This is an optimization exercise on Yosys and OpenROAD, whose aim is small area, a short achievable clock period and few clock cycles per item, not a production implementation.
In this exercise RTL edits were held to simulation tests only and were not proved equivalent to the original.
No activity file was given, so power comes from the tool's default toggle rates.

File: design.v
package act_pkg;
  localparam int LANE_W = 32;
  typedef enum logic [1:0] {
    ACT_BYPASS = 2'b00,
    ACT_RELU   = 2'b01,
    ACT_LEAKY  = 2'b10,
    ACT_CLIP   = 2'b11
  } act_mode_e;
  function automatic logic is_zero(input logic [LANE_W-1:0] x);
    is_zero = (x[LANE_W-2:0] == '0);
  endfunction
endpackage
module act_lane
#(
  parameter int SHW = 5
) (
  input  logic [act_pkg::LANE_W-1:0] x,
  input  logic [act_pkg::LANE_W-1:0] q,
  input  logic                       hold,
  input  logic [1:0]                 mode,
  input  logic [SHW-1:0]             shift,
  input  logic [act_pkg::LANE_W-2:0] himask,
  input  logic [act_pkg::LANE_W-1:0] clip,
  input  logic                       clip_zero,
  output logic [act_pkg::LANE_W-1:0] d,
  output logic                       zero
);
  localparam int MW = act_pkg::LANE_W - 1;
  logic          s;
  logic [MW-1:0] m;
  logic [MW-1:0] t;
  logic          m_nz, t_nz, gt, leaky_neg, kill, csel, sgn;
  logic          sel_x, sel_t, sel_c;
  assign s         = x[MW];
  assign m         = x[MW-1:0];
  assign t         = m >> shift;
  assign m_nz      = |m;
  assign t_nz      = |(m & himask);
  logic [31:0] g0, e0;
  logic [15:0] g1, e1;
  logic [7:0]  g2, e2;
  logic [3:0]  g3, e3;
  logic [1:0]  g4, e4;
  always_comb begin
    for (int i = 0; i < 32; i++) begin
      if (i < MW) begin g0[i] = m[i] & ~clip[i]; e0[i] = m[i] | ~clip[i]; end
      else        begin g0[i] = 1'b0;            e0[i] = 1'b1;            end
    end
    for (int i = 0; i < 16; i++) begin
      g1[i] = g0[2*i+1] | (e0[2*i+1] & g0[2*i]);
      e1[i] = g0[2*i+1] | (e0[2*i+1] & e0[2*i]);
    end
    for (int i = 0; i < 8; i++) begin
      g2[i] = g1[2*i+1] | (e1[2*i+1] & g1[2*i]);
      e2[i] = g1[2*i+1] | (e1[2*i+1] & e1[2*i]);
    end
    for (int i = 0; i < 4; i++) begin
      g3[i] = g2[2*i+1] | (e2[2*i+1] & g2[2*i]);
      e3[i] = g2[2*i+1] | (e2[2*i+1] & e2[2*i]);
    end
    for (int i = 0; i < 2; i++) begin
      g4[i] = g3[2*i+1] | (e3[2*i+1] & g3[2*i]);
      e4[i] = g3[2*i+1] | (e3[2*i+1] & e3[2*i]);
    end
  end
  assign gt        = g4[1] | (e4[1] & g4[0]);
  assign leaky_neg = (mode == act_pkg::ACT_LEAKY) && s;
  assign kill      = s && (mode == act_pkg::ACT_RELU || mode == act_pkg::ACT_CLIP);
  assign csel      = (mode == act_pkg::ACT_CLIP) && !s && gt;
  assign sel_x = !hold && !kill && !leaky_neg && !csel;
  assign sel_t = !hold && leaky_neg;
  assign sel_c = !hold && csel;
  always_comb begin
    case (mode)
      act_pkg::ACT_BYPASS: sgn = s;
      act_pkg::ACT_RELU:   sgn = 1'b0;
      act_pkg::ACT_LEAKY:  sgn = s && t_nz;
      default:             sgn = csel && clip[MW];
    endcase
    case (mode)
      act_pkg::ACT_BYPASS: zero = !m_nz;
      act_pkg::ACT_RELU:   zero = s || !m_nz;
      act_pkg::ACT_LEAKY:  zero = s ? !t_nz : !m_nz;
      default:             zero = s || !m_nz || clip_zero;
    endcase
  end
  assign d[MW]     = hold ? q[MW] : sgn;
  assign d[MW-1:0] = (q[MW-1:0] & {MW{hold}})
                   | (m         & {MW{sel_x}})
                   | (t         & {MW{sel_t}})
                   | (clip[MW-1:0] & {MW{sel_c}});
endmodule
module act_stream_unit
#(
  parameter int LANES = 6,
  parameter int BEATS = 6,
  parameter int SHW   = 5,
  localparam int ZCW  = $clog2(LANES*BEATS+1),
  localparam int CW   = $clog2(BEATS),
  localparam int PCW  = $clog2(LANES+1)
) (
  input  logic                    clk,
  input  logic                    rst_n,
  input  logic [1:0]              mode_i,
  input  logic [SHW-1:0]          shift_i,
  input  logic [act_pkg::LANE_W-1:0]       clip_i,
  input  logic                    in_valid,
  output logic                    in_ready,
  input  logic [LANES*act_pkg::LANE_W-1:0] in_data,
  output logic                    out_valid,
  input  logic                    out_ready,
  output logic [LANES*act_pkg::LANE_W-1:0] out_data,
  output logic                    out_last,
  output logic [ZCW-1:0]          out_zero_cnt
);
  localparam int W  = act_pkg::LANE_W;
  localparam logic [CW-1:0] LAST_BEAT = CW'(BEATS-1);
  logic [CW-1:0]  beat_cnt;      
  logic           first_q;       
  logic           v_q;
  logic [1:0]     mode_q;
  logic [SHW-1:0] shift_q;
  logic [W-1:0]   clip_q;
  logic [LANES*W-1:0] y_q;
  logic               last_q;
  logic [PCW-1:0]     pop_q;
  logic [ZCW-1:0]     zprev_q;
  logic               accept, hold;
  logic [1:0]         mode_e;
  logic [SHW-1:0]     shift_e;
  logic [W-1:0]       clip_e;
  logic [W-2:0]       himask;
  logic               clip_zero;
  logic [LANES*W-1:0] y_d;
  logic [LANES-1:0]   zero_d;
  logic [PCW-1:0]     pop_d;
  assign in_ready  = !v_q || out_ready;
  assign hold      = !in_ready;
  assign accept    = in_valid && in_ready;
  assign out_valid = v_q;
  assign out_last  = last_q;
  assign out_data  = y_q;
  logic [2:0] zg, zp;
  logic [5:0] zc;
  assign zg = zprev_q[2:0] & pop_q;
  assign zp = zprev_q[2:0] ^ pop_q;
  assign zc[0] = 1'b0;
  assign zc[1] = zg[0];
  assign zc[2] = zg[1] | (zp[1] & zg[0]);
  assign zc[3] = zg[2] | (zp[2] & zg[1]) | (zp[2] & zp[1] & zg[0]);
  assign zc[4] = zprev_q[3] & zc[3];
  assign zc[5] = zprev_q[4] & zprev_q[3] & zc[3];
  assign out_zero_cnt = {zprev_q[5:3], zp} ^ zc;
  assign mode_e    = first_q ? mode_i  : mode_q;
  assign shift_e   = first_q ? shift_i : shift_q;
  assign clip_e    = first_q ? clip_i  : clip_q;
  assign clip_zero = (clip_e[W-2:0] == '0);
  for (genvar i = 0; i < W-1; i++) begin : g_mask
    assign himask[i] = (i >= shift_e);
  end
  for (genvar g = 0; g < LANES; g++) begin : g_lane
    act_lane #(.SHW(SHW)) u_lane (
      .x         (in_data[g*W +: W]),
      .q         (y_q[g*W +: W]),
      .hold      (hold),
      .mode      (mode_e),
      .shift     (shift_e),
      .himask    (himask),
      .clip      (clip_e),
      .clip_zero (clip_zero),
      .d         (y_d[g*W +: W]),
      .zero      (zero_d[g])
    );
  end
  logic [2:0] po, pa;
  logic       ge1, ge2, ge3, ge4, ge5, ge6;
  for (genvar k = 0; k < 3; k++) begin : g_pair
    assign po[k] = zero_d[2*k] | zero_d[2*k+1];
    assign pa[k] = zero_d[2*k] & zero_d[2*k+1];
  end
  assign ge1 = po[0] | po[1] | po[2];
  assign ge2 = pa[0] | pa[1] | pa[2] | (po[0] & po[1]) | (po[0] & po[2]) | (po[1] & po[2]);
  assign ge3 = (pa[0] & (po[1] | po[2])) | (pa[1] & (po[0] | po[2])) | (pa[2] & (po[0] | po[1]))
             | (po[0] & po[1] & po[2]);
  assign ge4 = (pa[0] & pa[1]) | (pa[0] & pa[2]) | (pa[1] & pa[2])
             | (pa[0] & po[1] & po[2]) | (pa[1] & po[0] & po[2]) | (pa[2] & po[0] & po[1]);
  assign ge5 = (pa[0] & pa[1] & po[2]) | (pa[0] & pa[2] & po[1]) | (pa[1] & pa[2] & po[0]);
  assign ge6 = pa[0] & pa[1] & pa[2];
  assign pop_d = {ge4, (ge2 & !ge4) | ge6, (ge1 & !ge2) | (ge3 & !ge4) | (ge5 & !ge6)};
  always_ff @(posedge clk or negedge rst_n) begin
    if (!rst_n) begin
      beat_cnt <= '0;
      first_q  <= 1'b1;
      v_q      <= 1'b0;
    end else begin
      if (in_ready) v_q <= in_valid;
      if (accept) begin
        beat_cnt <= (beat_cnt == LAST_BEAT) ? '0 : beat_cnt + 1'b1;
        first_q  <= (beat_cnt == LAST_BEAT);
      end
    end
  end
  always_ff @(posedge clk) begin
    y_q <= y_d;
    if (accept) begin
      last_q  <= (beat_cnt == LAST_BEAT);
      pop_q   <= pop_d;
      zprev_q <= first_q ? '0 : out_zero_cnt;
      if (first_q) begin
        mode_q  <= mode_i;
        shift_q <= shift_i;
        clip_q  <= clip_i;
      end
    end
  end
endmodule
File: config.mk
export PLATFORM = sky130hd
export DESIGN_NAME = act_stream_unit
export DESIGN_NICKNAME = act_stream_unit
export VERILOG_FILES = /design/flow/design.v
export SDC_FILE = /design/flow/constraint.sdc
export NUM_CORES = 4
export LEC_CHECK = 0
export CAP_MARGIN = 20
export CORE_MARGIN = 2
export CORE_UTILIZATION = 65
export SETUP_SLACK_MARGIN = 3.6
export SLEW_MARGIN = 20
File: standard.sh
#!/bin/bash
# synth_recipe.tcl (not shown) runs the flow's synth.tcl, then flattens the netlist and writes it again
# the make line also repeats each setting of config.mk as NAME=value (left out here)
make -C /OpenROAD-flow-scripts/flow DESIGN_CONFIG=/design/flow/config.mk WORK_HOME=/design/flow/orfs CLKGATE_MAP_FILE= SYNTH_SCRIPT=/design/flow/synth_recipe.tcl "${@:-finish}"
File: constraint.sdc
create_clock -name core_clock -period 7.5 [get_ports {clk}]
set_input_delay 1.5000 -clock core_clock [delete_from_list [all_inputs] [get_ports {clk}]]
set_output_delay 1.5000 -clock core_clock [all_outputs]
set_load 0.01 [all_outputs]
File: flow/run.sh
#!/bin/bash
# The standard layout (the standard.sh, unchanged synthesis and steps),
# with the port buffers made from buf_2 cells instead of the resizer's
# default pick, a slow delay buffer. Every port still gets its buffer.
set -o pipefail
export BUFFER_PORTS_ARGS="-buffer_cell sky130_fd_sc_hd__buf_2"
bash standard.sh > standard.log 2>&1
==> results.sh, run 1 <==
export IMPL_grtUsageTotal_pct=83.09
export IMPL_syn_inst=3581
export IMPL_stop_stage="global routing (5_1_grt)"
export IMPL_pre_cts_ws_ps=1773
export IMPL_synth_flop_cell="dfxtp_1"
export IMPL_clkSinkCount=246
export IMPL_clockBufferDepth=3
export IMPL_stop_error="[ERROR GRT-0232] Routing congestion too high. Check the congestion heatmap in the GUI."
export IMPL_ioPinCount=436
export IMPL_ys_ff_latch=246
export IMPL_die_w_um=203.4
export IMPL_htreeDepth=1
export IMPL_grt_overflow=12
export IMPL_status="stopped before the end"
export IMPL_portBuffers=435
export IMPL_fp_dieH_um=203.4
export IMPL_synth_edf_count=55
export IMPL_dp_final_hpwl_mm=100.8
export IMPL_cts_buffers=28
export IMPL_cts_hold_buffers=0
export IMPL_cts_root_buf="clkbuf_16"
export IMPL_synthArstFlopShare_pct=2.033
export IMPL_grt_max_degree=85
export IMPL_routabilityCongestion=1.205
export IMPL_yosys_warnings=2
export IMPL_synthesis_nets=3821
export IMPL_synth_most_common_cell="nand2_1"
export IMPL_ys_top_cells_by_area="mux2i_1 16%, dfxtp_1 14%, nand2_1 6.5%"
export IMPL_synth_area_leader_cell="mux2i_1"
export IMPL_avgSynthCellArea_sq_um=7.213
export IMPL_synth_top_area_share_pct=15.69
export IMPL_synthTopCellsByCount="450 x nand2_1, 405 x mux2i_1, 356 x nor2_1, 299 x a21oi_1, 227 x o21ai_0"
export IMPL_initial_core_util_pct=65.46
export IMPL_ys_types=112
export IMPL_synth_area_sq_um=25830
export IMPL_seq_area_frac_synth_pct=21.30
export IMPL_core_rowCount=73
-- stage by stage --
step | instances | cell area [sq um]
CTS | 4406 | 30800
detailed placement | 4250 | 27970
global placement | 4249 | 27950
floorplan | 3581 | 26060
-- worst min path at each step --
stage | slack [ps] | end | startpoint | cells after the start
after global placement | 450 | y_q[170]$_DFF_P_ | y_q[170]$_DFF_P_ | 1
after detailed placement | 450 | y_q[170]$_DFF_P_ | y_q[170]$_DFF_P_ | 1
after floorplan | 480 | beat_cnt[2]$_DFFE_PN0P_ | beat_cnt[2]$_DFFE_PN0P_ | 1
after CTS | 470 | y_q[170]$_DFF_P_ | y_q[170]$_DFF_P_ | 1
-- cell families after synthesis --
logic type / after synthesis / synth area share, %
compound gates: 1226 / 32.37
xor+xnor: 4 / 0.1357
flops: 246 / 21.30
simple gates: 1184 / 20.60
buf+inv: 469 / 7.876
fa+ha+maj: 43 / 1.744
mux: 409 / 15.97
-- per-layer routing --
layer | GRT overflow | GRT usage, %
met1 | 0 | 84.51
met2 | 5 | 94.36
met3 | 1 | 74.18
met4 | 6 | 75.91
met5 | 0 | 55.36
-- what timing repair did --
item	CTS
gates resized for setup	149
gates cloned	19
setup endpoints to repair	196
setup buffers	85
pin swaps	16
-- power by group through the flow --
stage / clock network (mW) / logic (mW) / registers, mW
after floorplan: 0 / 3.37 / 2.10
after detailed placement: 0 / 5.46 / 2.04
after CTS: 1.54 / 6.09 / 2.00
after global placement: 0 / 5.37 / 2.03
Testbench counts, summed over its fixed seeds: cycles 4,808, beats 4,800.
==> run 2: changes to the inputs <==
--- a/config.mk
+++ b/config.mk
@@ -5,8 +5,9 @@
 export SDC_FILE = /design/flow/constraint.sdc
 export NUM_CORES = 4
 export LEC_CHECK = 0
+export ABC_AREA = 1
 export CAP_MARGIN = 20
 export CORE_MARGIN = 2
-export CORE_UTILIZATION = 65
-export SETUP_SLACK_MARGIN = 3.6
+export CORE_UTILIZATION = 42
+export SETUP_SLACK_MARGIN = 4.0
 export SLEW_MARGIN = 20
==> run 2 against run 1 <==
Net effect: now clean on timing, DRC and antenna; synthesized area down 1.1%; synthesized cell count up 26%.
==> results.sh, run 2 <==
export IMPL_fp_dieH_um=250.6
export IMPL_reg2reg_depth=20
export IMPL_post_route_period_util_pct=48.39
export IMPL_vdd_ir_drop_max_v=0.0002427
export IMPL_start_kind="flip-flop"
export IMPL_critPathSlowestCell="edfxtp_1"
export IMPL_hold_path_class="flip-flop to flip-flop"
export IMPL_core_area_sq_um=60250
export IMPL_r2r_slack_ps=3920
export IMPL_drt_pass1_iter_count=11
export IMPL_htreeDepth=1
export IMPL_grt_pass1_vias=35063
export IMPL_synth_flop_cell="dfxtp_1"
export IMPL_setup_ws_ps=3871
export IMPL_dp_final_hpwl_mm=122.7
export IMPL_routed_wirelength_mm=182.7
export IMPL_wl_per_cell_um=31.91
export IMPL_viasPerCell=6.742
export IMPL_final_hold_violation_count=0
export IMPL_synth_area_leader_cell="nand2_1"
export IMPL_worst_slew_margin_rel_pct=35.08
export IMPL_place_area_sq_um=27810
export IMPL_grt_overflow=0
export IMPL_tns_ps=0
export IMPL_slew_viol_final=0
export IMPL_crit_family="adder cells"
export IMPL_seq_area_frac_synth_pct=21.54
export IMPL_crit_path_frequent_cell="ha_4"
export IMPL_core_rowCount=90
export IMPL_portBuffers=435
export IMPL_cp_required_ps=6000
export IMPL_synthToLayoutAreaGrowth_pct=29.33
export IMPL_grt_first_pass_wirelength_mm=249.4
export IMPL_grt_max_degree=73
export IMPL_powerDensity_nw_per_um2=447.2
export IMPL_path_clk_slew_ps=70
export IMPL_drc=0
export IMPL_grtUsageTotal_pct=54.57
export IMPL_die_area_sq_um=62790
export IMPL_cp_end_kind="primary output"
export IMPL_arrival_ps=2130
export IMPL_clockBufferDepth=3
export IMPL_cp_slowest_stage_delay_ps=440
export IMPL_cts_tree="built"
export IMPL_antenna_found_initial=5
export IMPL_ys_ff_latch=246
export IMPL_drive_above_1_share_pct=21.93
export IMPL_yosys_warnings=2
export IMPL_p_seq_share_pct=15.1
export IMPL_routabilityCongestion=1.051
export IMPL_pre_cts_ws_ps=2204
export IMPL_worstSkewPairLatency_ps=630
export IMPL_reg2reg_to="pop_q[0]$_DFFE_PP_"
export IMPL_post_route_cell_area_sq_um=33020
export IMPL_reg_top3="y_q x192, clip_q x32, zprev_q x6"
export IMPL_nets=5151
export IMPL_cts_root_buf="clkbuf_16"
export IMPL_ioPinCount=436
export IMPL_largest_reg_flops=192
export IMPL_clkSinkCount=246
export IMPL_final_cell_mix="1306 x nand2_1, 490 x o21ai_0, 419 x buf_2"
export IMPL_cp_num_buf_inv=2
export IMPL_finalPower_mw=14.77
export IMPL_cp_cell_sequence="ha_4 -> nand3_4 -> nand2_4 -> ha_4 -> inv_2 -> or2_4 -> nand2_2 -> buf_6"
export IMPL_tightestPinTransition_ps=970.8
export IMPL_synthTopCellsByCount="1400 x nand2_1, 533 x o21ai_0, 408 x inv_1, 345 x nor2_1, 325 x nand3_1"
export IMPL_p_int_mw=5.938
export IMPL_power_frac_comb_pct=74.3
export IMPL_ant_nets=0
export IMPL_clkPwrFrac_pct=10.6
export IMPL_worstSetupPathType="flip-flop to primary output"
export IMPL_syn_inst=4497
export IMPL_initial_core_util_pct=42.39
export IMPL_via_count=38592
export IMPL_switching_share_pct=59.80
export IMPL_whs_path_depth=2
export IMPL_cellLeakagePower_nw=15.08
export IMPL_place_inst=5480
export IMPL_synth_top_area_share_pct=20.58
export IMPL_fmax_mhz=275.5
export IMPL_die_w_um=250.6
export IMPL_worstHoldStart="y_q[16]$_DFF_P_"
export IMPL_ys_types=61
export IMPL_drt_first_iter_violations=6424
export IMPL_layout_commonest_cell="nand2_1"
export IMPL_rsz0062_at_grt="true"
export IMPL_worst_clock_skew_ps=35.56
export IMPL_synth_area_sq_um=25540
export IMPL_setup_viol=0
export IMPL_cts_buffers=31
export IMPL_ys_top_cells_by_area="nand2_1 21%, dfxtp_1 15%, o21ai_0 10%"
export IMPL_power_switching_mw=8.831
export IMPL_period_minus_slack_ps=3629
export IMPL_r2r_start="first_q$_DFFE_PN1P_"
export IMPL_avgSynthCellArea_sq_um=5.678
export IMPL_synthArstFlopShare_pct=2.033
export IMPL_hold_end="y_q[16]$_DFF_P_"
export IMPL_synth_most_common_cell="nand2_1"
export IMPL_largest_register="y_q"
export IMPL_cap_violations=0
export IMPL_critPathMaxFanout=3
export IMPL_synthesis_nets=4737
export IMPL_layout_cells_non_filler=5724
export IMPL_status="no timing/DRC/antenna violations"
export IMPL_synth_edf_count=55
## run 2: cell count changes after synthesis, moves of 39 or more
cell      delta
a32oi_1     -48
nand3_1    +238
nand2_1    +950
mux2i_1    -387
a211oi_1    -48
nand4_1    +119
a221oi_1    -43
a21oi_1    -165
inv_1      +329
o211ai_1    -39
o21ai_0    +306
clkbuf_1    -93
o21ai_1     +41
## run 2: what timing repair did
action	CTS	global route
setup endpoints to repair	200	200
pin swaps	36	100
resized for setup	245	325
setup buffers	62	81
hold buffers	0	0
cloned	27	10
endpoints found under the hold margin	0	0
## run 2: kinds of logic (layout without fill, tap and decap cells)
logic type                 after synthesis  count (layout)  synth area share (%)
other                                    0               7                     0
adders and majority gates                5               5                0.2744
DFF                                    246             246                 21.54
xor gates and xnor gates                 1               1               0.03430
AOI/OAI and AO/OA                     1087            1087                 24.95
buffers and inverters                  740            1153                 12.20
muxes                                   18              18                0.7056
and+or+nand+nor                       2400            2425                 40.30
## run 2: tightest hold or removal path: cells and delay by family, from the launching register on
kind / cells / cell delay (ps)
and+or+nand+nor: 2 / 120
DFF: 1 / 320
## run 2: layout make-up
class | instances | area (sq um)
Tap cell | 782 | 978.4
Multi-Input combinational cell | 3536 | 18960
Clock buffer | 44 | 854.6
Fill cell | 6310 | 27220
Inverter | 440 | 1770
Timing Repair Buffer | 656 | 4798
Antenna cell | 7 | 17.52
Sequential cell | 246 | 5502
Clock inverter | 13 | 146.4
## run 2: power groups by stage
stage	sequential [mW]	combinational, mW	clock (mW)
final	2.23	11.0	1.56
after global routing	2.25	11.2	1.60
after CTS	2.20	9.26	1.55
after detailed placement	2.21	8.20	0
after global placement	2.21	8.22	0
after floorplan	2.31	4.87	0
## run 2: stage by stage
| step | hold WS (ps) | utilization, % |
|---|---|---|
| 2_1_floorplan | 480.5 | - |
| 3_3_place_gp | 459.4 | 46.17 |
| 3_5_place_dp | 459.1 | 46.17 |
| 4_1_cts | 477.4 | 51.30 |
| 5_1_grt | 487.0 | 54.79 |
| 6_report | 476.4 | 54.82 |
## run 2: per-layer routing
layer  vias up  track usage (%)  routed length (um)
li1      16168                -                   -
met3      1203            20.38               27890
met5         -           0.3861                  25
met4         4            48.18               21250
met2      3616            79.61               73220
met1     17601            62.34               60300
## run 2: worst max path at each step
| stage | startpoint | to | slack, ps | cells after the start |
|---|---|---|---|---|
| 3_3_place_gp | clip_i[19] | y_q[159]$_DFFE_PN_ | 2240 | 14 |
| 3_5_place_dp | clip_i[19] | y_q[159]$_DFFE_PN_ | 2200 | 14 |
| 6_report | pop_q[2]$_DFFE_PP_ | out_zero_cnt[4] | 3870 | 8 |
| 5_1_grt | shift_i[0] | pop_q[0]$_DFFE_PP_ | 3800 | 20 |
| 4_1_cts | pop_q[2]$_DFFE_PP_ | out_zero_cnt[4] | 3880 | 8 |
| 2_1_floorplan | out_ready | in_ready | 3950 | 4 |
==> run 3: changes to the inputs <==
--- a/config.mk
+++ b/config.mk
@@ -9,5 +9,8 @@
 export CAP_MARGIN = 20
 export CORE_MARGIN = 2
 export CORE_UTILIZATION = 42
+export CTS_CLUSTER_DIAMETER = 100
+export CTS_CLUSTER_SIZE = 20
 export SETUP_SLACK_MARGIN = 4.0
 export SLEW_MARGIN = 20
+export TNS_END_PERCENT = 10
==> run 3 against run 2 <==
Net effect: synthesized area unchanged; via count fell by 0.55%; synthesized cell count is the same; sequential share of layout area increased by 0.56 points; final cell count is 0.68% lower; non-clock buffer count down 20; design area decreased by 3.2%; worst setup slack lost 120 ps; critical endpoint is now pop_q[0]$_DFFE_PP_; largest cell class unchanged; largest power group unchanged; highest routed layer unchanged.
==> results.sh, run 3 <==
export IMPL_final_hold_violation_count=0
export IMPL_clockBufferDepth=3
export IMPL_grt_overflow=0
export IMPL_grt_max_degree=131
export IMPL_routed_wirelength_mm=182.7
export IMPL_viasPerCell=6.751
export IMPL_period_minus_slack_ps=3750
export IMPL_synth_top_area_share_pct=20.58
export IMPL_synth_area_leader_cell="nand2_1"
export IMPL_cap_violations=0
export IMPL_initial_core_util_pct=42.39
export IMPL_rsz0062_at_grt="true"
export IMPL_hold_path_class="flip-flop to flip-flop"
export IMPL_yosys_warnings=2
export IMPL_cts_tree="built"
export IMPL_final_cell_mix="1329 x nand2_1, 504 x o21ai_0, 429 x buf_2"
export IMPL_cp_required_ps=7840
export IMPL_htreeDepth=1
export IMPL_dp_final_hpwl_mm=123.2
export IMPL_avgSynthCellArea_sq_um=5.678
export IMPL_ant_nets=0
export IMPL_regArea_sq_um=5505
export IMPL_tightestPinTransition_ps=1158
export IMPL_r2r_slack_ps=3810
export IMPL_drt_first_iter_violations=6623
export IMPL_arrival_ps=4090
export IMPL_multiInputGateArea_sq_um=18620
export IMPL_cellLeakagePower_nw=14.70
export IMPL_grt_pass1_vias=34503
export IMPL_grt_first_pass_wirelength_mm=247.6
export IMPL_die_w_um=250.6
export IMPL_fmax_mhz=266.7
export IMPL_drt_pass1_iter_count=9
export IMPL_routabilityCongestion=1.092
export IMPL_place_inst=5473
export IMPL_fillers=6480
export IMPL_start_kind="primary input"
export IMPL_ys_ff_latch=246
export IMPL_grtUsageTotal_pct=54.23
export IMPL_largest_reg_flops=192
export IMPL_worstSetupPathType="primary input to flip-flop"
export IMPL_status="no timing/DRC/antenna violations"
export IMPL_core_rowCount=90
export IMPL_nets=5127
export IMPL_drive_above_1_share_pct=20.23
export IMPL_cts_root_buf="clkbuf_16"
export IMPL_layout_cells_non_filler=5685
export IMPL_path_clk_slew_ps=90
export IMPL_antenna_found_initial=7
export IMPL_layout_commonest_cell="nand2_1"
export IMPL_syn_inst=4497
export IMPL_reg_top3="y_q x192, clip_q x32, zprev_q x6"
export IMPL_timing_hold_ws_ps=478.6
export IMPL_ys_top_cells_by_area="nand2_1 21%, dfxtp_1 15%, o21ai_0 10%"
export IMPL_synthToLayoutAreaGrowth_pct=25.18
export IMPL_synth_most_common_cell="nand2_1"
export IMPL_synth_edf_count=55
export IMPL_seq_area_frac_synth_pct=21.54
export IMPL_wl_per_cell_um=32.14
export IMPL_synthArstFlopShare_pct=2.033
export IMPL_drc=0
export IMPL_setup_viol=0
export IMPL_worstSkewPairLatency_ps=600
export IMPL_portBuffers=435
export IMPL_post_route_period_util_pct=49.99
export IMPL_powerDensity_nw_per_um2=437.7
export IMPL_vdd_ir_drop_max_v=0.0002313
export IMPL_fp_dieH_um=250.6
export IMPL_via_count=38381
export IMPL_largest_register="y_q"
export IMPL_ioPinCount=436
export IMPL_worst_slew_margin_rel_pct=22.68
export IMPL_worst_clock_skew_ps=29.45
export IMPL_synthesis_nets=4737
export IMPL_clkSinkCount=246
export IMPL_synthTopCellsByCount="1400 x nand2_1, 533 x o21ai_0, 408 x inv_1, 345 x nor2_1, 325 x nand3_1"
export IMPL_critPathMaxFanout=18
export IMPL_tns_ps=0
export IMPL_synth_flop_cell="dfxtp_1"
export IMPL_core_area_sq_um=60250
export IMPL_ys_types=61
export IMPL_cts_buffers=19
export IMPL_slew_viol_final=0
export IMPL_synth_area_sq_um=25540
export IMPL_cp_end_kind="flip-flop"
export IMPL_die_area_sq_um=62790
## run 3: changes by cell type in the layout (fill, tap and decap cells not counted), moves of 5 or more
cell       before   now
nand2_1      1306  1329
buf_4         154   133
nand2_2        58    40
o21ai_0       490   504
clkbuf_16      37    26
buf_2         419   429
o21ai_1        81    71
a211oi_1       13    21
a211oi_2       12     4
inv_1         391   396
nand2_8        35    30
nand3_1       307   312
## run 3: timing repair
| action | in CTS | in global routing |
|---|---|---|
| hold buffers | 0 | 0 |
| gates cloned | 25 | 18 |
| setup buffers | 53 | 79 |
| endpoints found under the setup margin | 200 | 200 |
| pin swaps | 35 | 79 |
| gates resized for setup | 195 | 240 |
## run 3: final cells by class
cell class,count,share of cell area (%)
multi-input combinational,3542,58.26
clock buffer,25,1.558
clock inverter,8,0.2897
sequential,246,17.22
timing repair buffer,636,14.10
antenna,4,0.03131
timing repair inverter,2,0.04697
inverter,440,5.433
tap,782,3.061
## run 3: path summary, 6_finish.rpt
kind	depth (start not counted)	start	to
max	18	clip_i[10]	pop_q[0]$_DFFE_PP_
min	2	y_q[121]$_DFF_P_	y_q[121]$_DFF_P_
max reg2reg	18	first_q$_DFFE_PN1P_	pop_q[0]$_DFFE_PP_
min reg2reg	2	y_q[121]$_DFF_P_	y_q[121]$_DFF_P_
max in group asynchronous	1	rst_n	first_q$_DFFE_PN1P_
min in group asynchronous	1	rst_n	v_q$_DFFE_PN0N_
## run 3: report_power, final
group | internal, mW | switching, mW | total [mW]
clock | 0.494 | 0.650 | 1.14
combinational | 2.98 | 7.64 | 10.6
sequential | 1.87 | 0.359 | 2.23
total | 5.35 | 8.64 | 14.0
## run 3: cells by family (layout without fill, tap and decap cells)
family / count (synthesis) / count (layout) / synth area share [%]
muxes: 18 / 18 / 0.7056
xor gates and xnor gates: 1 / 1 / 0.03430
AOI/OAI and AO/OA: 1087 / 1087 / 24.95
other: 0 / 4 / 0
DFF: 246 / 246 / 21.54
buffers and inverters: 740 / 1111 / 12.20
adders and majority gates: 5 / 5 / 0.2744
and+or+nand+nor: 2400 / 2431 / 40.30
## run 3: through the flow
step           util (%)  setup slack [ps]  power [mW]  instance area (sq um)
2_1_floorplan         -              3710       7.170                  25550
3_3_place_gp      46.11              1991       10.44                  27780
3_5_place_dp      46.11              1977       10.42                  27780
4_1_cts           49.81              3873       12.33                  30010
5_1_grt           53.04              3729       14.29                  31960
6_report          53.06              3750       13.99                  31960
## run 3: worst max-delay path, stage by stage
cell and delay (ps):
buf_2 90, nand2_1 150, nand2_8 190, inv_2 140, nand4_1 350, nor4_4 570, nand3_2 170, nor2_4 170
inv_2 60, buf_4 150, nand3_4 110, inv_2 60, nand2_1 60, nand2_1 60, nand3_1 70, nand2_1 60
inv_2 40, nand2_1 40
## run 3: layer usage
layer / share of wire [%] / wire [um] / GRT usage [%] / up-vias
met5: 0.072 / 131 / 0 / -
met4: 12 / 21570 / 48.31 / 10
met3: 15 / 26880 / 16.41 / 1203
met2: 40 / 73100 / 79.63 / 3649
met1: 33 / 61010 / 63.77 / 17414
li1: - / - / - / 16105
==> run 4: changes to the inputs <==
--- a/config.mk
+++ b/config.mk
@@ -11,6 +11,7 @@
 export CORE_UTILIZATION = 42
 export CTS_CLUSTER_DIAMETER = 100
 export CTS_CLUSTER_SIZE = 20
+export PLACE_DENSITY = 0.7
 export SETUP_SLACK_MARGIN = 4.0
 export SLEW_MARGIN = 20
 export TNS_END_PERCENT = 10
==> run 4 against run 3 <==
Net effect: wire length down 1.3%; sequential power about the same; clock power up 7%; sequential share of layout area up 0.26 points; combinational power about the same; design area down 1.6%; critical path depth down 7; non-clock buffer count down 19; fmax down 2.2%; die area unchanged; total power down 1.4%; synthesized area unchanged; critical path type unchanged; largest power group unchanged.
==> results.sh, run 4 <==
export IMPL_ys_types=61
export IMPL_place_inst=5474
export IMPL_setup_viol=0
export IMPL_via_count=38767
export IMPL_powerDensity_nw_per_um2=438.4
export IMPL_routabilityCongestion=1.092
export IMPL_drt_pass1_iter_count=12
export IMPL_cts_root_buf="clkbuf_16"
export IMPL_tns_ps=0
export IMPL_die_area_sq_um=62790
export IMPL_worst_slew_margin_rel_pct=21.39
export IMPL_status="no timing/DRC/antenna violations"
export IMPL_period_minus_slack_ps=3832
export IMPL_avgSynthCellArea_sq_um=5.678
export IMPL_cellLeakagePower_nw=14.63
export IMPL_drt_first_iter_violations=7728
export IMPL_synth_area_leader_cell="nand2_1"
export IMPL_dp_final_hpwl_mm=120.6
export IMPL_final_cell_mix="1344 x nand2_1, 516 x o21ai_0, 433 x buf_2"
export IMPL_wl_per_cell_um=31.85
export IMPL_synthToLayoutAreaGrowth_pct=23.22
export IMPL_hold_path_class="flip-flop to flip-flop"
export IMPL_fmax_mhz=261.0
export IMPL_grt_overflow=0
export IMPL_synth_flop_cell="dfxtp_1"
export IMPL_cap_violations=0
export IMPL_final_hold_violation_count=0
export IMPL_met2_usage_pct=77.02
export IMPL_synth_top_area_share_pct=20.58
export IMPL_ys_ff_latch=246
export IMPL_grt_max_degree=125
export IMPL_synth_most_common_cell="nand2_1"
export IMPL_ant_nets=0
export IMPL_layout_commonest_cell="nand2_1"
export IMPL_worstSkewPairLatency_ps=610
export IMPL_critPathMaxFanout=29
export IMPL_reg_top3="y_q x192, clip_q x32, zprev_q x6"
export IMPL_cp_required_ps=7970
export IMPL_tightestPinTransition_ps=1179
export IMPL_synthTopCellsByCount="1400 x nand2_1, 533 x o21ai_0, 408 x inv_1, 345 x nor2_1, 325 x nand3_1"
export IMPL_busiest_layer="met2"
export IMPL_arrival_ps=4300
export IMPL_routed_wirelength_mm=180.3
export IMPL_cp_end_kind="flip-flop"
export IMPL_largest_register="y_q"
export IMPL_seq_area_frac_synth_pct=21.54
export IMPL_viasPerCell=6.847
export IMPL_rsz0062_at_grt="true"
export IMPL_grtUsageTotal_pct=54.71
export IMPL_portBuffers=435
export IMPL_synth_edf_count=55
export IMPL_largest_reg_flops=192
export IMPL_use_met3_pct=22.57
export IMPL_syn_inst=4497
export IMPL_synth_area_sq_um=25540
export IMPL_worstSetupPathType="primary input to flip-flop"
export IMPL_clkSinkCount=246
export IMPL_worst_clock_skew_ps=32.15
export IMPL_die_w_um=250.6
export IMPL_cts_hold_buffers=0
export IMPL_grt_pass1_vias=34689
export IMPL_core_area_sq_um=60250
export IMPL_cts_buffers=21
export IMPL_htreeDepth=1
export IMPL_initial_core_util_pct=42.39
export IMPL_cts_tree="built"
export IMPL_drc=0
export IMPL_pre_cts_ws_ps=2160
export IMPL_path_clk_slew_ps=80
export IMPL_nets=5102
export IMPL_ys_top_cells_by_area="nand2_1 21%, dfxtp_1 15%, o21ai_0 10%"
export IMPL_vdd_ir_drop_max_v=0.0001918
export IMPL_fp_dieH_um=250.6
export IMPL_met1_usage_pct=62.50
export IMPL_post_route_period_util_pct=51.09
export IMPL_layout_cells_non_filler=5662
export IMPL_drive_above_1_share_pct=18.65
export IMPL_slew_viol_final=0
export IMPL_synthesis_nets=4737
export IMPL_yosys_warnings=2
export IMPL_start_kind="primary input"
export IMPL_ioPinCount=436
export IMPL_antenna_found_initial=15
export IMPL_grt_first_pass_wirelength_mm=249.4
export IMPL_clockBufferDepth=3
export IMPL_place_area_sq_um=27810
export IMPL_core_rowCount=90
export IMPL_synthArstFlopShare_pct=2.033
export IMPL_post_route_cell_area_sq_um=31460
export IMPL_setup_ws_ps=3668
export IMPL_finalPower_mw=13.79
run 4: changes by cell type in the layout (fill, tap and decap cells not counted), sizes merged:
cell | previous run | this run
a21oi | 138 | 139
nand2 | 1459 | 1453
bufbuf | 3 | 15
bufinv | 0 | 1
nor2 | 368 | 367
clkinv | 6 | 8
clkbuf | 35 | 29
clkinvlp | 7 | 3
diode | 4 | 5
buf | 623 | 600
run 4: where the power goes:
group / switching, mW / internal, mW / total [mW]
Combinational: 7.43 / 2.91 / 10.3
Sequential: 0.366 / 1.87 / 2.24
Clock: 0.663 / 0.552 / 1.22
run 4: kinds of logic after synthesis:
family | count (synthesis) | synth area share (%)
AO/OA/AOI/OAI | 1087 | 24.95
AND/OR/NAND/NOR | 2400 | 40.30
adder cells (fa/ha/maj) | 5 | 0.2744
buffers and inverters | 740 | 12.20
XOR/XNOR | 1 | 0.03430
flip-flops | 246 | 21.54
multiplexers | 18 | 0.7056
run 4: per-layer routing:
metal / part of all wire [%] / vias to the layer above
met5: 0.15 / -
met4: 12 / 18
met3: 16 / 1338
met2: 39 / 4073
met1: 33 / 17264
li1: - / 16074
run 4: repair_timing:
item                                   in CTS  in global routing
setup endpoints to repair                 200                228
endpoints found under the hold margin       0                  0
gates cloned                               39                  3
pin swaps                                  34                 21
setup buffers                              61                 43
gates resized for setup                   204                 85
run 4: through the flow:
step / hold WS, ps / utilization [%]
after floorplan: 480.5 / -
after global placement: 461.2 / 46.16
after detailed placement: 464.4 / 46.16
after CTS: 482.3 / 50.84
after global routing: 499.0 / 52.21
final: 484.5 / 52.23
run 4: path summary, 6_finish.rpt:
kind | cells after the start | from | end | slack [ps]
min reg2reg | 2 | y_q[86]$_DFF_P_ | y_q[86]$_DFF_P_ | 480
max reg2reg | 13 | first_q$_DFFE_PN1P_ | y_q[166]$_DFF_P_ | 3720
min in group asynchronous | 1 | rst_n | v_q$_DFFE_PN0N_ | 710
min | 2 | y_q[86]$_DFF_P_ | y_q[86]$_DFF_P_ | 480
max in group asynchronous | 1 | rst_n | first_q$_DFFE_PN1P_ | 6570
max | 11 | shift_i[0] | y_q[100]$_DFF_P_ | 3670
run 4: critical path, stage by stage:
cell	delay, ps
buf_2	160
nand2_8	110
nand2_8	180
buf_4	300
o21ai_0	190
o21ai_0	300
o21ai_0	180
a22oi_1	640
nand2_1	320
a32oi_1	280
nand3_1	100
run 4: cell type report:
class / instances / area (sq um)
Fill cell: 6394 / 28780
Sequential cell: 246 / 5502
Timing Repair Buffer: 617 / 4418
Multi-Input combinational cell: 3536 / 18140
Tap cell: 782 / 978.4
Antenna cell: 5 / 12.51
Clock inverter: 9 / 130.1
Clock buffer: 27 / 548.0
Inverter: 440 / 1733
==> run 5: changes to the inputs <==
--- a/config.mk
+++ b/config.mk
@@ -8,10 +8,9 @@
 export ABC_AREA = 1
 export CAP_MARGIN = 20
 export CORE_MARGIN = 2
-export CORE_UTILIZATION = 42
+export CORE_UTILIZATION = 46
 export CTS_CLUSTER_DIAMETER = 100
 export CTS_CLUSTER_SIZE = 20
-export PLACE_DENSITY = 0.7
 export SETUP_SLACK_MARGIN = 4.0
 export SLEW_MARGIN = 20
 export TNS_END_PERCENT = 10
==> run 5 against run 4 <==
Net effect: highest routed layer unchanged; clock-buffer cell count decreased by 3; largest cell class unchanged; design area grew 0.91%; global-route usage up 3.0 points; first-iteration DRC count decreased by 2.3%; critical endpoint is now y_q[67]$_DFF_P_.
==> results.sh, run 5 <==
export IMPL_layout_commonest_cell="nand2_1"
export IMPL_dp_final_hpwl_mm=117.6
export IMPL_critPathLaunch="shift_i[0]"
export IMPL_die_area_sq_um=57410
export IMPL_grt_max_degree=104
export IMPL_synth_area_leader_cell="nand2_1"
export IMPL_worst_slew_margin_rel_pct=27.45
export IMPL_routed_wirelength_mm=176.3
export IMPL_synth_flop_cell="dfxtp_1"
export IMPL_synthTopCellsByCount="1400 x nand2_1, 533 x o21ai_0, 408 x inv_1, 345 x nor2_1, 325 x nand3_1"
export IMPL_cts_buffers=19
export IMPL_rsz0062_at_grt="true"
export IMPL_whs_path_depth=2
export IMPL_r2r_slack_ps=3820
export IMPL_seq_area_frac_synth_pct=21.54
export IMPL_viasPerCell=6.893
export IMPL_worst_clock_skew_ps=28.60
export IMPL_grtUsageTotal_pct=57.66
export IMPL_start_kind="primary input"
export IMPL_largest_reg_flops=192
export IMPL_htreeDepth=1
export IMPL_reg2reg_depth=13
export IMPL_period_minus_slack_ps=3721
export IMPL_wl_per_cell_um=31.25
export IMPL_synthToLayoutAreaGrowth_pct=24.34
export IMPL_routabilityCongestion=1.123
export IMPL_path_clk_slew_ps=80
export IMPL_worstHoldStart="y_q[81]$_DFF_P_"
export IMPL_reg2reg_to="y_q[101]$_DFF_P_"
export IMPL_cp_required_ps=8000
export IMPL_fmax_mhz=268.7
export IMPL_post_route_period_util_pct=49.62
export IMPL_power_switching_mw=8.556
export IMPL_p_int_mw=5.384
export IMPL_final_cell_mix="1335 x nand2_1, 508 x o21ai_0, 429 x buf_2"
export IMPL_antenna_found_initial=11
export IMPL_ioPinCount=436
export IMPL_place_area_sq_um=27690
export IMPL_fp_dieH_um=239.6
export IMPL_arrival_ps=4230
export IMPL_final_hold_violation_count=0
export IMPL_powerDensity_nw_per_um2=439.0
export IMPL_drive_above_1_share_pct=19.66
export IMPL_synth_most_common_cell="nand2_1"
export IMPL_initial_core_util_pct=46.44
export IMPL_p_seq_share_pct=16.0
export IMPL_cellLeakagePower_nw=14.61
export IMPL_ant_nets=0
export IMPL_clkPwrFrac_pct=8.2
export IMPL_syn_inst=4497
export IMPL_tightestPinTransition_ps=1087
export IMPL_clkSinkCount=246
export IMPL_portBuffers=435
export IMPL_grt_overflow=0
export IMPL_setup_viol=0
export IMPL_avgSynthCellArea_sq_um=5.678
export IMPL_switching_share_pct=61.38
export IMPL_drt_pass1_iter_count=14
export IMPL_vdd_ir_drop_max_v=0.0002319
export IMPL_nets=5115
export IMPL_slew_viol_final=0
export IMPL_synth_top_area_share_pct=20.58
export IMPL_cts_root_buf="clkbuf_16"
export IMPL_clockBufferDepth=3
export IMPL_post_route_cell_area_sq_um=31750
export IMPL_synthArstFlopShare_pct=2.033
export IMPL_critPathMaxFanout=46
export IMPL_hold_path_class="flip-flop to flip-flop"
export IMPL_tns_ps=0
export IMPL_yosys_warnings=2
export IMPL_grt_first_pass_wirelength_mm=239.6
export IMPL_cap_violations=0
export IMPL_top_layer="met5"
export IMPL_synth_area_sq_um=25540
export IMPL_ys_types=61
export IMPL_synth_edf_count=55
export IMPL_core_area_sq_um=54990
export IMPL_via_count=38889
export IMPL_worstSkewPairLatency_ps=590
export IMPL_pre_cts_ws_ps=2155
export IMPL_worstSetupPathType="primary input to flip-flop"
export IMPL_die_w_um=239.6
export IMPL_ys_ff_latch=246
export IMPL_r2r_start="first_q$_DFFE_PN1P_"
export IMPL_place_inst=5433
export IMPL_drc=0
export IMPL_drt_first_iter_violations=7550
export IMPL_largest_register="y_q"
export IMPL_routed_wl_met3_mm=29.80
export IMPL_setup_ws_ps=3779
export IMPL_synthesis_nets=4737
export IMPL_reg_top3="y_q x192, clip_q x32, zprev_q x6"
export IMPL_status="no timing/DRC/antenna violations"
export IMPL_wl_met2_mm=67.57
export IMPL_layout_cells_non_filler=5642
export IMPL_wirelength_met1_mm=56.96
export IMPL_grt_pass1_vias=34404
export IMPL_power_frac_comb_pct=75.8
export IMPL_ys_top_cells_by_area="nand2_1 21%, dfxtp_1 15%, o21ai_0 10%"
export IMPL_cp_end_kind="flip-flop"
export IMPL_core_rowCount=86
export IMPL_hold_end="y_q[81]$_DFF_P_"
export IMPL_cts_tree="built"
export IMPL_finalPower_mw=13.94
run 5: worst max-delay path by stage:
stage                         end  slack (ps)  cells after the start
3_5_place_dp   pop_q[0]$_DFFE_PP_        2160                     24
2_1_floorplan            in_ready        3710                      4
6_report          y_q[67]$_DFF_P_        3780                     13
3_3_place_gp   pop_q[0]$_DFFE_PP_        2170                     26
5_1_grt           out_zero_cnt[4]        3790                      8
4_1_cts           out_zero_cnt[4]        3820                      8
run 5: logic make-up (layout without fill, tap and decap cells):
logic type,Yosys count,after routing,share of synthesized area [%]
and+or+nand+nor,2400,2432,40.30
AOI/OAI and AO/OA,1087,1087,24.95
buffers and inverters,740,1098,12.20
DFF,246,246,21.54
muxes,18,18,0.7056
adders and majority gates,5,5,0.2744
xor gates and xnor gates,1,1,0.03430
other,0,7,0
run 5: area by class of cell:
class / count / area, sq um
flip-flops and latches: 246 / 5505
fillers: 5681 / 23230
repair inverters: 1 / 8.758
repair buffers: 624 / 4409
well taps: 748 / 935.9
clock buffers: 24 / 494.2
diodes: 7 / 17.52
clock inverters: 9 / 127.6
multi-input cells: 3543 / 18480
inverters: 440 / 1772
run 5: timing repair:
action / CTS / global route
hold buffers: 0 / 0
resized for setup: 193 / 198
buffers inserted: 52 / 72
setup endpoints to repair: 201 / 202
pin swaps: 32 / 64
gates cloned: 33 / 12
run 5: worst max-delay path, stage by stage:
cell       delay [ps]
buf_6             110
nand2_8           160
nand2_8           170
bufbuf_16         380
o21ai_0           170
inv_1              70
o21ai_0           350
mux2i_1           230
o22ai_1           320
nor2_1            120
a211oi_1          430
a21oi_1            80
nand3_1           110
run 5: metrics by stage:
stage                     hold slack (ps)  utilization (%)
after floorplan                     480.5                -
after global placement              457.3            50.37
after detailed placement            459.4            50.37
after CTS                           479.2            54.68
after global routing                503.1            57.72
final                               479.1            57.75
run 5: per-layer routing:
layer	global-route usage (%)	vias up
met4	52.12	18
met1	66.77	17248
li1	-	16106
met2	80.08	4088
met3	24.25	1429
met5	2.078	-
run 5: power by group through the flow:
stage	Sequential [mW]	Combinational [mW]	Clock (mW)
after floorplan	2.31	4.86	0
after CTS	2.19	8.93	1.13
final	2.23	10.6	1.14
after global placement	2.22	7.98	0
after detailed placement	2.22	7.99	0
after global routing	2.25	10.8	1.17
==> run 6: changes to the inputs <==
--- a/design.v
+++ b/design.v
@@ -125,6 +125,7 @@
   logic               last_q;
   logic [PCW-1:0]     pop_q;
   logic [ZCW-1:0]     zprev_q;
+  logic [ZCW-4:0]     zhi1_q;    
   logic               accept, hold;
   logic [1:0]         mode_e;
   logic [SHW-1:0]     shift_e;
@@ -141,16 +142,13 @@
   assign out_last  = last_q;
   assign out_data  = y_q;
   logic [2:0] zg, zp;
-  logic [5:0] zc;
-  assign zg = zprev_q[2:0] & pop_q;
-  assign zp = zprev_q[2:0] ^ pop_q;
-  assign zc[0] = 1'b0;
+  logic [3:1] zc;
+  assign zg    = zprev_q[2:0] & pop_q;
+  assign zp    = zprev_q[2:0] ^ pop_q;
   assign zc[1] = zg[0];
   assign zc[2] = zg[1] | (zp[1] & zg[0]);
   assign zc[3] = zg[2] | (zp[2] & zg[1]) | (zp[2] & zp[1] & zg[0]);
-  assign zc[4] = zprev_q[3] & zc[3];
-  assign zc[5] = zprev_q[4] & zprev_q[3] & zc[3];
-  assign out_zero_cnt = {zprev_q[5:3], zp} ^ zc;
+  assign out_zero_cnt = {zc[3] ? zhi1_q : zprev_q[5:3], zp ^ {zc[2:1], 1'b0}};
   assign mode_e    = first_q ? mode_i  : mode_q;
   assign shift_e   = first_q ? shift_i : shift_q;
   assign clip_e    = first_q ? clip_i  : clip_q;
@@ -202,15 +200,14 @@
   end
   always_ff @(posedge clk) begin
     y_q <= y_d;
+    mode_q  <= mode_e;
+    shift_q <= shift_e;
+    clip_q  <= clip_e;
     if (accept) begin
       last_q  <= (beat_cnt == LAST_BEAT);
       pop_q   <= pop_d;
       zprev_q <= first_q ? '0 : out_zero_cnt;
-      if (first_q) begin
-        mode_q  <= mode_i;
-        shift_q <= shift_i;
-        clip_q  <= clip_i;
-      end
+      zhi1_q  <= first_q ? 3'd1 : out_zero_cnt[5:3] + 3'd1;
     end
   end
 endmodule
--- a/config.mk
+++ b/config.mk
@@ -8,9 +8,6 @@
 export ABC_AREA = 1
 export CAP_MARGIN = 20
 export CORE_MARGIN = 2
-export CORE_UTILIZATION = 46
-export CTS_CLUSTER_DIAMETER = 100
-export CTS_CLUSTER_SIZE = 20
+export CORE_UTILIZATION = 42
 export SETUP_SLACK_MARGIN = 4.0
 export SLEW_MARGIN = 20
-export TNS_END_PERCENT = 10
==> run 6 against run 5 <==
Net effect: still clean on timing, DRC and antenna; synthesized cell count is 1.7% higher; total power increased by 48%; clock skew grew 14 ps; global-route usage down 7.3 points; critical endpoint is now y_q[32]$_DFF_P_; largest cell class unchanged.
==> results.sh, run 6 <==
export IMPL_synth_area_sq_um=25220
export IMPL_cellLeakagePower_nw=15.80
export IMPL_synth_area_leader_cell="nand2_1"
export IMPL_arrival_ps=4310
export IMPL_regArea_sq_um=5205
export IMPL_grt_overflow=0
export IMPL_synth_most_common_cell="nand2_1"
export IMPL_worst_clock_skew_ps=43.04
export IMPL_grtUsageTotal_pct=50.34
export IMPL_tightestPinTransition_ps=1136
export IMPL_fillers=6146
export IMPL_viasPerCell=6.439
export IMPL_multiInputGateArea_sq_um=18860
export IMPL_r2r_slack_ps=3790
export IMPL_r2r_start="first_q$_DFFE_PN1P_"
export IMPL_cts_root_buf="clkbuf_16"
export IMPL_synth_edf_count=19
export IMPL_layout_commonest_cell="nand2_1"
export IMPL_synthArstFlopShare_pct=2.008
export IMPL_slew_viol_final=0
export IMPL_ys_types=61
export IMPL_cp_required_ps=8090
export IMPL_largest_register="y_q"
export IMPL_drt_first_iter_violations=6889
export IMPL_routed_wirelength_mm=171.0
export IMPL_nets=5266
export IMPL_reg_top3="y_q x192, clip_q x32, zprev_q x6"
export IMPL_rsz0062_at_grt="true"
export IMPL_cts_hold_buffers=0
export IMPL_setup_viol=0
export IMPL_fmax_mhz=269.4
export IMPL_htreeDepth=1
export IMPL_reg2reg_depth=14
export IMPL_ys_top_cells_by_area="nand2_1 23%, dfxtp_1 18%, o21ai_0 11%"
export IMPL_grt_max_degree=99
export IMPL_via_count=37555
export IMPL_clockBufferDepth=3
export IMPL_tns_ps=0
export IMPL_pre_cts_ws_ps=2374
export IMPL_post_route_period_util_pct=49.50
export IMPL_reg2reg_to="y_q[32]$_DFF_P_"
export IMPL_final_cell_mix="1441 x nand2_1, 483 x o21ai_0, 448 x inv_1"
export IMPL_drt_pass1_iter_count=12
export IMPL_cap_violations=0
export IMPL_final_hold_violation_count=0
export IMPL_period_minus_slack_ps=3712
export IMPL_core_area_sq_um=59240
export IMPL_cp_end_kind="flip-flop"
export IMPL_worstSkewPairLatency_ps=670
export IMPL_met1_usage_pct=65.49
export IMPL_path_clk_slew_ps=70
export IMPL_use_met3_pct=18.68
export IMPL_start_kind="flip-flop"
export IMPL_worstSetupPathType="flip-flop to flip-flop"
export IMPL_ys_ff_latch=249
export IMPL_cts_tree="built"
export IMPL_ant_nets=0
export IMPL_die_w_um=249.1
export IMPL_portBuffers=435
export IMPL_cp_endpoint="y_q[32]$_DFF_P_"
export IMPL_grt_pass1_vias=32131
export IMPL_clkSinkCount=249
export IMPL_critPathMaxFanout=42
export IMPL_initial_core_util_pct=42.58
export IMPL_avgSynthCellArea_sq_um=5.513
export IMPL_core_rowCount=89
export IMPL_ioPinCount=436
export IMPL_dp_final_hpwl_mm=118.7
export IMPL_synth_top_area_share_pct=22.90
export IMPL_synthesis_nets=4815
export IMPL_fp_dieH_um=249.1
export IMPL_busiest_layer="met2"
export IMPL_die_area_sq_um=62030
export IMPL_cts_buffers=31
export IMPL_syn_inst=4575
export IMPL_worst_slew_margin_rel_pct=24.19
export IMPL_met2_usage_pct=70.80
export IMPL_hold_path_class="flip-flop to flip-flop"
export IMPL_critPathLaunch="first_q$_DFFE_PN1P_"
export IMPL_setup_ws_ps=3788
export IMPL_status="no timing/DRC/antenna violations"
export IMPL_seq_area_frac_synth_pct=20.62
export IMPL_routabilityCongestion=1.117
export IMPL_grt_first_pass_wirelength_mm=231.0
export IMPL_drc=0
export IMPL_largest_reg_flops=192
export IMPL_yosys_warnings=2
export IMPL_worstHoldStart="clip_q[31]$_DFF_P_"
export IMPL_powerDensity_nw_per_um2=619.9
export IMPL_drive_above_1_share_pct=22.18
export IMPL_synthTopCellsByCount="1539 x nand2_1, 549 x o21ai_0, 461 x inv_1, 317 x nor2_1, 309 x nand3_1"
export IMPL_vdd_ir_drop_max_v=0.0003089
export IMPL_synthToLayoutAreaGrowth_pct=32.20
export IMPL_antenna_found_initial=12
export IMPL_wl_per_cell_um=29.33
export IMPL_synth_flop_cell="dfxtp_1"
==> run 6: timing repair <==
action / in CTS / in global routing
buffers inserted: 78 / 101
pin swaps: 44 / 68
gates resized for setup: 323 / 292
gates cloned: 26 / 16
endpoints found under the setup margin: 200 / 199
==> run 6: power by group <==
part           switching [mW]  internal [mW]  total [mW]
combinational            11.6           4.87        16.5
clock                   0.731          0.915        1.65
sequential              0.520           2.03        2.55
total                    12.8           7.82        20.7
==> run 6: how the worst min path moves through the flow <==
stage / cells after the start / slack [ps] / end
after floorplan: 2 / 420 / clip_q[31]$_DFF_P_
after global placement: 2 / 430 / clip_q[31]$_DFF_P_
after detailed placement: 2 / 430 / clip_q[31]$_DFF_P_
after CTS: 2 / 450 / clip_q[31]$_DFF_P_
after global routing: 2 / 470 / clip_q[31]$_DFF_P_
final: 2 / 450 / clip_q[31]$_DFF_P_
==> run 6: worst max-delay path, cell delays in order, from the launching register on <==
cell and delay, ps:
dfstp_4 700, buf_12 160, inv_16 90, nand2_8 200, nand2_8 150, clkbuf_16 270, o21ai_0 340, inv_1 70
o21ai_0 240, inv_1 70, o21ai_0 620, nand2_1 110, nand2_1 280, o21ai_0 180, nand4_1 120
==> run 6: kinds of logic (layout without fill, tap and decap cells) <==
kind of cell	count (synthesis)	count (layout)	synth area share, %
other	0	9	0
DFF	249	249	20.62
muxes	17	17	0.6746
buffers and inverters	784	1241	12.81
and+or+nand+nor	2402	2420	39.65
AOI/OAI and AO/OA	1118	1118	25.97
adders and majority gates	5	5	0.2778
==> run 6: cell type report <==
class	count	share of cell area, %
sequential	249	15.61
multi-input combinational	3560	56.57
clock buffer	37	2.454
clock inverter	20	0.6754
timing repair buffer	691	15.77
tap	773	2.900
inverter	489	5.857
antenna	9	0.06754
timing repair inverter	4	0.09380
==> run 6: per-layer routing <==
layer / vias up / wire length [um]
met2: 3567 / 66020
met3: 749 / 29080
met5: - / 151
met1: 16920 / 62420
li1: 16309 / -
met4: 10 / 13370
==> run 6: metrics by stage <==
stage	hold WS, ps	cell area [sq um]	utilization [%]	std cells	total power, mW
3_3_place_gp	429.9	27530	46.47	5545	14.58
5_1_grt	469.5	33340	56.28	5829	21.04
3_5_place_dp	433.5	27530	46.47	5545	14.55
4_1_cts	450.1	30950	52.25	5706	17.83
2_1_floorplan	415.8	25250	-	4575	9.744
6_report	449.6	33350	56.29	5832	20.67
Testbench counts of run 6, summed over its fixed seeds: cycles 4,808, beats 4,800.
==> run 7: changes to the inputs <==
--- a/config.mk
+++ b/config.mk
@@ -9,5 +9,8 @@
 export CAP_MARGIN = 20
 export CORE_MARGIN = 2
 export CORE_UTILIZATION = 42
+export CTS_CLUSTER_DIAMETER = 100
+export CTS_CLUSTER_SIZE = 20
 export SETUP_SLACK_MARGIN = 4.0
 export SLEW_MARGIN = 20
+export TNS_END_PERCENT = 10
==> run 7 against run 6 <==
Net effect: critical path type is now primary input to flip-flop; largest power group unchanged; critical endpoint unchanged; highest routed layer unchanged; largest cell class unchanged; via count decreased by 2.0%; final cell count fell by 1.5%; core utilization is 2.6 points lower; worst setup slack got worse by 90 ps.
==> results.sh, run 7 <==
export IMPL_status="no timing/DRC/antenna violations"
export IMPL_cts_root_buf="clkbuf_16"
export IMPL_tightestPinTransition_ps=1083
export IMPL_die_w_um=249.1
export IMPL_cts_hold_buffers=0
export IMPL_core_rowCount=89
export IMPL_synthToLayoutAreaGrowth_pct=26.05
export IMPL_fillers=6338
export IMPL_antenna_found_initial=9
export IMPL_avgSynthCellArea_sq_um=5.513
export IMPL_grtUsageTotal_pct=49.95
export IMPL_drt_pass1_iter_count=10
export IMPL_hold_path_class="flip-flop to flip-flop"
export IMPL_core_area_sq_um=59240
export IMPL_cp_cell_sequence="buf_2 -> nand2_8 -> nand2_8 -> clkbuf_16 -> o21ai_0 -> inv_1 -> o21ai_0 -> inv_1 -> o21ai_0 -> nand2_1 -> nand2_1 -> o21ai_0 -> nand4_1"
export IMPL_synth_edf_count=19
export IMPL_portBuffers=435
export IMPL_r2r_start="first_q$_DFFE_PN1P_"
export IMPL_clockBufferDepth=3
export IMPL_cap_violations=0
export IMPL_grt_first_pass_wirelength_mm=229.6
export IMPL_critPathSlowestCell="o21ai_0"
export IMPL_via_count=36795
export IMPL_layout_commonest_cell="nand2_1"
export IMPL_post_route_period_util_pct=50.69
export IMPL_yosys_warnings=2
export IMPL_post_route_cell_area_sq_um=31800
export IMPL_ioPinCount=436
export IMPL_whs_path_depth=2
export IMPL_drive_above_1_share_pct=19.84
export IMPL_reg2reg_to="y_q[32]$_DFF_P_"
export IMPL_synthesis_nets=4815
export IMPL_hold_end="clip_q[31]$_DFF_P_"
export IMPL_cts_buffers=22
export IMPL_powerDensity_nw_per_um2=611.6
export IMPL_synthTopCellsByCount="1539 x nand2_1, 549 x o21ai_0, 461 x inv_1, 317 x nor2_1, 309 x nand3_1"
export IMPL_final_hold_violation_count=0
export IMPL_dp_final_hpwl_mm=118.7
export IMPL_grt_pass1_vias=31894
export IMPL_drt_first_iter_violations=6935
export IMPL_worst_clock_skew_ps=32.60
export IMPL_die_area_sq_um=62030
export IMPL_cp_num_buf_inv=4
export IMPL_worstSetupPathType="primary input to flip-flop"
export IMPL_worstSkewPairLatency_ps=620
export IMPL_setup_ws_ps=3698
export IMPL_routed_wirelength_mm=167.5
export IMPL_fp_dieH_um=249.1
export IMPL_synth_area_leader_cell="nand2_1"
export IMPL_ant_nets=0
export IMPL_drc=0
export IMPL_syn_inst=4575
export IMPL_start_kind="primary input"
export IMPL_final_cell_mix="1451 x nand2_1, 508 x o21ai_0, 450 x inv_1"
export IMPL_htreeDepth=1
export IMPL_viasPerCell=6.405
export IMPL_setup_viol=0
export IMPL_critPathMaxFanout=39
export IMPL_pre_cts_ws_ps=2374
export IMPL_worst_slew_margin_rel_pct=27.79
export IMPL_initial_core_util_pct=42.58
export IMPL_grt_overflow=0
export IMPL_largest_reg_flops=192
export IMPL_fmax_mhz=263.0
export IMPL_rsz0062_at_grt="true"
export IMPL_synth_top_area_share_pct=22.90
export IMPL_cp_num_cells=13
export IMPL_synth_flop_cell="dfxtp_1"
export IMPL_reg2reg_depth=14
export IMPL_nets=5190
export IMPL_ys_top_cells_by_area="nand2_1 23%, dfxtp_1 18%, o21ai_0 11%"
export IMPL_ys_types=61
export IMPL_cp_required_ps=8060
export IMPL_synthArstFlopShare_pct=2.008
export IMPL_path_clk_slew_ps=90
export IMPL_crit_path_frequent_cell="o21ai_0"
export IMPL_tns_ps=0
export IMPL_clkSinkCount=249
export IMPL_ys_ff_latch=249
export IMPL_largest_register="y_q"
export IMPL_cp_end_kind="flip-flop"
export IMPL_synth_area_sq_um=25220
export IMPL_cp_slowest_stage_delay_ps=620
export IMPL_crit_family="compound AO/OA/AOI/OAI gates"
export IMPL_slew_viol_final=0
export IMPL_cts_tree="built"
export IMPL_seq_area_frac_synth_pct=20.62
export IMPL_place_area_sq_um=27530
export IMPL_wl_per_cell_um=29.16
export IMPL_grt_max_degree=99
export IMPL_routabilityCongestion=1.117
export IMPL_period_minus_slack_ps=3802
export IMPL_reg_top3="y_q x192, clip_q x32, zprev_q x6"
export IMPL_arrival_ps=4360
export IMPL_synth_most_common_cell="nand2_1"
export IMPL_cellLeakagePower_nw=15.09
export IMPL_worstHoldStart="clip_q[31]$_DFF_P_"
export IMPL_r2r_slack_ps=3710
export IMPL_vdd_ir_drop_max_v=0.0004040
run 7: what timing repair did:
| item | CTS | global route |
|---|---|---|
| endpoints found under the setup margin | 199 | 199 |
| buffers inserted | 62 | 57 |
| gates cloned | 24 | 11 |
| pin swaps | 29 | 54 |
| gates resized for setup | 259 | 217 |
run 7: cell type report:
cell class	instances	area, sq um	area share, %
clock buffers	25	571.8	1.798
inverters	489	1949	6.131
repair buffers	625	4492	14.13
diodes	7	17.52	0.05509
repair inverters	4	31.28	0.09838
flip-flops and latches	249	5205	16.37
clock inverters	14	201.4	0.6336
well taps	773	967.2	3.042
multi-input cells	3559	18360	57.74
run 7: cells by family (layout without fill, tap and decap cells):
group           Yosys count  count (layout)  share of synthesized area [%]
fa+ha+maj                 5               5                         0.2778
simple gates           2402            2419                          39.65
flops                   249             249                          20.62
mux                      17              17                         0.6746
buf+inv                 784            1157                          12.81
other cells               0               7                              0
compound gates         1118            1118                          25.97
run 7: worst max path at each step:
stage	startpoint	endpoint	slack (ps)
6_report	shift_i[0]	y_q[32]$_DFF_P_	3700
5_1_grt	first_q$_DFFE_PN1P_	pop_q[1]$_DFFE_PP_	3770
4_1_cts	shift_i[1]	pop_q[2]$_DFFE_PP_	3910
3_5_place_dp	clip_i[30]	y_q[82]$_DFF_P_	2370
3_3_place_gp	clip_i[30]	y_q[91]$_DFF_P_	2390
2_1_floorplan	out_ready	in_ready	3970
run 7: layer usage:
layer  up-vias  share of wire (%)  GRT usage [%]
met5         -              0.028              0
met4         8                7.7          26.75
met3       686                 16          18.46
met2      3316                 39          71.00
met1     16664                 37          65.27
li1      16121                  -              -
run 7: tightest hold or removal path, cell delays in order (launching register included):
cell     delay (ps)
dfxtp_1         320
nand2_1          50
nand2_1          60
run 7: where the power goes:
part / internal [mW] / switching [mW]
Clock: 0.623 / 0.718
Combinational: 4.39 / 11.2
Sequential: 2.03 / 0.505
Total: 7.04 / 12.4
run 7: metrics by stage:
step           utilization, %  hold slack, ps  power, mW  instances
2_1_floorplan               -           415.8      9.744       4575
3_3_place_gp            46.47           429.9      14.58       5545
3_5_place_dp            46.47           433.5      14.55       5545
4_1_cts                 51.03           455.8      17.24       5670
5_1_grt                 53.66           475.9      19.90       5742
6_report                53.67           453.7      19.44       5745

## port drivers added, routing unchanged
How much do the figures lean on ideal ports? The routed layouts below were timed once more, with nothing changed but the port constraints.
Step 1 assumes that a clkbuf_16 drives the clock port and a buf_2 every other input.
Step 2 adds t to the input delays and takes it off the output delays; t is the mean of the earliest and latest rising clock arrival at the registers after step 1. Input paths then give back, and output paths get back, about the clock's delay inside the block.
a / b / c = no drivers / after step 1 / after step 2; a / b = the first two.
| run | shift t [ns] | setup slack, ns | slew at the worst register clock pin (ns) |
|---|---|---|---|
| run 2 | 0.684 | 3.871 / 3.799 / 3.250 | 0.07 / 0.07 |
| run 3 | 0.658 | 3.750 / 3.770 / 3.140 | 0.11 / 0.11 |
| run 4 | 0.661 | 3.668 / 3.703 / 3.054 | 0.10 / 0.10 |
| run 5 | 0.637 | 3.779 / 3.794 / 3.158 | 0.09 / 0.09 |
| run 6 | 0.716 | 3.788 / 3.788 / 3.144 | 0.09 / 0.09 |
| run 7 | 0.668 | 3.698 / 3.707 / 3.077 | 0.09 / 0.09 |
After both steps setup and hold are still met in every run listed. For run 6, which loses most, drivers alone change the setup slack by 0.000 ns; drivers and shift together by -0.644 ns.
